This is an optimization exercise on Yosys and OpenROAD, whose aim is small area, not a production implementation. Function was checked by simulation only, so behaviour that the tests miss may differ from the original. Power is estimated from default activity; no workload was simulated.

==> module row_replay_reader, before the edit <==
module row_replay_reader #(
    parameter int DATA_WIDTH = 24,
    parameter int IMG_WIDTH  = 128,
    parameter int SCALE      = 2
) (
    input  logic                  clk,
    input  logic                  rst,
    input  logic                  ce,
    input  logic [DATA_WIDTH-1:0] s_data,
    input  logic                  s_valid,
    output logic                  s_ready,
    output logic [DATA_WIDTH-1:0] m_data,
    output logic                  m_valid,
    input  logic                  m_ready,
    output logic                  m_last,
    output logic                  m_done
);
    localparam int CW = $clog2(IMG_WIDTH);
    localparam int RW = (SCALE > 1) ? $clog2(SCALE) : 1;
    localparam int NW = RW + CW + RW;
    localparam int K  = 8;                
    localparam int KW = $clog2(K);
    localparam int R  = IMG_WIDTH / K;    
    logic                                  replay;
    logic                                  replay_d;
    logic [NW-1:0]                         cnt;
    logic [NW-1:0]                         cnt_d;
    logic [CW-1:0]                         col;
    logic [KW:0]                           cyc;       
    logic [KW-1:0]                         ph;
    logic [K-1:0]                          pend;
    logic [K-1:0]                          pend_d;
    logic                                  accept;
    logic                                  emit;
    logic                                  h_end;
    logic                                  req;
    logic [KW-1:0]                         chain;
    logic [KW-1:0]                         chain_d;
    logic [KW:0]                           wpos;
    logic [KW:0]                           rpos_d;
    logic                                  sh_q;
    logic                                  shn_q;
    logic [K-1:0]                          wsel;
    logic [K-1:0]                          rsel_q;
    logic                                  winv_q;
    logic [KW:0]                           wpos_d;
    logic                                  rinv_q;
    logic [DATA_WIDTH-1:0]                 wdata;
    logic [DATA_WIDTH-1:0]                 rdata;
    logic [R-1:0][K-1:0][DATA_WIDTH-1:0]   st;
    assign s_ready = ce & ~rst & ~replay;
    assign m_valid = ce & replay;
    assign accept  = s_valid & s_ready;
    assign emit    = m_valid & m_ready;
    assign col     = cnt[RW+CW-1:RW];
    assign h_end   = &cnt[RW-1:0];
    assign chain   = col[KW-1:0];
    assign ph      = cyc[KW-1:0];
    assign m_last  = &cnt[RW+CW-1:0];
    assign m_done  = &cnt;
    assign req     = (accept & ~(&col[CW-1:KW])) | (emit & h_end);
    always_comb begin
        cnt_d    = cnt;
        replay_d = replay;
        if (accept) begin
            cnt_d[RW+CW-1:RW] = col + 1'b1;
            if (&col) replay_d = 1'b1;
        end
        if (emit) begin
            cnt_d = cnt + 1'b1;
            if (&cnt) replay_d = 1'b0;
        end
        for (int p = 0; p < K; p++) begin
            pend_d[p] = (req && chain == KW'(p)) || (pend[p] && ph != KW'(p));
        end
    end
    assign chain_d = cnt_d[RW+KW-1:RW];
    assign rpos_d  = cyc - chain_d;
    assign wpos    = cyc - chain;
    assign wpos_d  = cyc + 1'b1 - chain_d;
    for (genvar s = 0; s < K; s++) begin : g_wsel
        assign wsel[s] = accept & (wpos[KW-1:0] == KW'(s));
    end
    always_ff @(posedge clk or posedge rst) begin
        if (rst) begin
            replay <= 1'b0;
            cnt    <= '0;
            cyc    <= '0;
            pend   <= '0;
            winv_q <= 1'b1;
        end else begin
            replay <= replay_d;
            cnt    <= cnt_d;
            cyc    <= cyc + 1'b1;
            pend   <= pend_d;
            winv_q <= ~wpos_d[KW];
        end
    end
    always_ff @(posedge clk) begin
        sh_q   <= pend_d[ph + 1'b1];
        shn_q  <= ~pend_d[ph + 1'b1];
        rinv_q <= ~rpos_d[KW];
        for (int s = 0; s < K; s++) begin
            rsel_q[s] <= (rpos_d[KW-1:0] == KW'(s));
        end
    end
    logic [K-1:0][DATA_WIDTH-1:0] rterm;
    for (genvar s = 0; s < K; s++) begin : g_rd
        assign rterm[s] = st[0][s] & {DATA_WIDTH{rsel_q[s]}};
    end
    always_comb begin
        rdata = '0;
        for (int s = 0; s < K; s++) begin
            rdata = rdata | rterm[s];
        end
    end
    assign m_data = rdata ^ {DATA_WIDTH{rinv_q}};
    assign wdata  = s_data ^ {DATA_WIDTH{winv_q}};
    for (genvar i = 0; i < R; i++) begin : g_ring
        localparam int NXT = (i + 1) % R;
        always_ff @(posedge clk) begin
            if (i == R - 1 && wsel[0]) begin
                st[i][0] <= wdata;
            end else begin
                st[i][0] <= ~((st[NXT][K-1] | {DATA_WIDTH{shn_q}}) &
                              (st[i][K-1]   | {DATA_WIDTH{sh_q}}));
            end
        end
        for (genvar s = 1; s < K; s++) begin : g_slot
            always_ff @(posedge clk) begin
                if (i == R - 1 && wsel[s]) begin
                    st[i][s] <= wdata;
                end else begin
                    st[i][s] <= st[i][s-1];
                end
            end
        end
    end
endmodule
clock: 15.0 ns
lec_check: 0
abc_clock_period_in_ps: 6000
cap_margin: 20
core_margin: 2
core_utilization: 45
cts_buf_list: sky130_fd_sc_hd__clkbuf_8
cts_cluster_diameter: 50
cts_cluster_size: 20
place_density: 0.6
slew_margin: 20
standard.sh (not shown) runs the stock make flow with config.mk's settings and CLKGATE_MAP_FILE= SYNTH_SCRIPT=/design/flow/synth_recipe.tcl, a recipe that flattens the netlist after the stock synthesis.
==> flow/flow/run.sh <==
#!/bin/bash
# Standard ORFS layout; clock tree synthesis without dummy loads, ports buffered with buf_1.
set -e
export CTS_ARGS="-sink_clustering_enable -repair_clock_nets -sink_clustering_size 20 -sink_clustering_max_diameter 50 -buf_list sky130_fd_sc_hd__clkbuf_8 -dont_use_dummy_load"
export BUFFER_PORTS_ARGS="-buffer_cell sky130_fd_sc_hd__buf_1"
bash standard.sh > standard.log 2>&1
Next try:
--- a/flow/design.v
+++ b/flow/design.v
@@ -23,10 +23,11 @@
     localparam int R  = IMG_WIDTH / K;    
     logic                                  replay;
     logic                                  replay_d;
     logic [NW-1:0]                         cnt;
     logic [NW-1:0]                         cnt_d;
+    logic [NW-1:0]                         cnt_inc;
     logic [CW-1:0]                         col;
     logic [KW:0]                           cyc;       
     logic [KW-1:0]                         ph;
     logic [K-1:0]                          pend;
     logic [K-1:0]                          pend_d;
@@ -39,11 +40,11 @@
     logic [KW:0]                           wpos;
     logic [KW:0]                           rpos_d;
     logic                                  sh_q;
     logic                                  shn_q;
     logic [K-1:0]                          wsel;
-    logic [K-1:0]                          rsel_q;
+    logic [KW-1:0]                         rslot_q;
     logic                                  winv_q;
     logic [KW:0]                           wpos_d;
     logic                                  rinv_q;
     logic [DATA_WIDTH-1:0]                 wdata;
     logic [DATA_WIDTH-1:0]                 rdata;
@@ -57,21 +58,14 @@
     assign chain   = col[KW-1:0];
     assign ph      = cyc[KW-1:0];
     assign m_last  = &cnt[RW+CW-1:0];
     assign m_done  = &cnt;
     assign req     = (accept & ~(&col[CW-1:KW])) | (emit & h_end);
+    assign cnt_inc  = cnt + {accept, emit};
+    assign cnt_d    = {cnt_inc[NW-1] & ~accept, cnt_inc[NW-2:0]};
+    assign replay_d = replay ? ~(emit & (&cnt)) : (accept & (&col));
     always_comb begin
-        cnt_d    = cnt;
-        replay_d = replay;
-        if (accept) begin
-            cnt_d[RW+CW-1:RW] = col + 1'b1;
-            if (&col) replay_d = 1'b1;
-        end
-        if (emit) begin
-            cnt_d = cnt + 1'b1;
-            if (&cnt) replay_d = 1'b0;
-        end
         for (int p = 0; p < K; p++) begin
             pend_d[p] = (req && chain == KW'(p)) || (pend[p] && ph != KW'(p));
         end
     end
     assign chain_d = cnt_d[RW+KW-1:RW];
@@ -84,31 +78,28 @@
     always_ff @(posedge clk or posedge rst) begin
         if (rst) begin
             replay <= 1'b0;
             cnt    <= '0;
             cyc    <= '0;
-            pend   <= '0;
             winv_q <= 1'b1;
         end else begin
             replay <= replay_d;
             cnt    <= cnt_d;
             cyc    <= cyc + 1'b1;
-            pend   <= pend_d;
             winv_q <= ~wpos_d[KW];
         end
     end
     always_ff @(posedge clk) begin
+        pend   <= pend_d;
         sh_q   <= pend_d[ph + 1'b1];
         shn_q  <= ~pend_d[ph + 1'b1];
         rinv_q <= ~rpos_d[KW];
-        for (int s = 0; s < K; s++) begin
-            rsel_q[s] <= (rpos_d[KW-1:0] == KW'(s));
-        end
+        rslot_q <= rpos_d[KW-1:0];
     end
     logic [K-1:0][DATA_WIDTH-1:0] rterm;
     for (genvar s = 0; s < K; s++) begin : g_rd
-        assign rterm[s] = st[0][s] & {DATA_WIDTH{rsel_q[s]}};
+        assign rterm[s] = st[0][s] & {DATA_WIDTH{rslot_q == KW'(s)}};
     end
     always_comb begin
         rdata = '0;
         for (int s = 0; s < K; s++) begin
             rdata = rdata | rterm[s];
- The changed run completed without violations
- critical path depth is unchanged
- synthesized cell count decreases by 0.35%
- total power increases by 2.3%
- sequential share of layout area increases by 0.13 points
- final area decreases by 0.38%

## static timing again, ports no longer ideal
How much do the figures lean on ideal ports? The routed layouts below were timed once more, with nothing changed but the port constraints.
Step 1 sets driving cells, clkbuf_16 on the clock port and buf_2 on the other inputs (assumed; they add their load-dependent delay and slew).
Step 2 also shifts input and output timing later by t, the mid clock arrival at the registers, as if the neighbouring blocks saw the same clock.
Slacks: ideal / step 1 / step 2; pairs: ideal / step 1.
| run | t, ns | slack for setup (ns) | slew at the worst register clock pin (ns) | worst data-port slew with drivers (ns) | cell pins on the clock port's net |
|---|---|---|---|---|---|
| the first run | 0.919 | 8.417 / 8.395 / 8.395 | 0.11 / 0.11 | 0.05 | 1 |
| the second run | 0.897 | 8.543 / 8.519 / 8.519 | 0.12 / 0.12 | 0.04 | 1 |
After both steps every run listed still meets setup and hold. The setup slack of the second run, which loses most, moves by -0.024 ns with the drivers and by -0.024 ns with both steps.
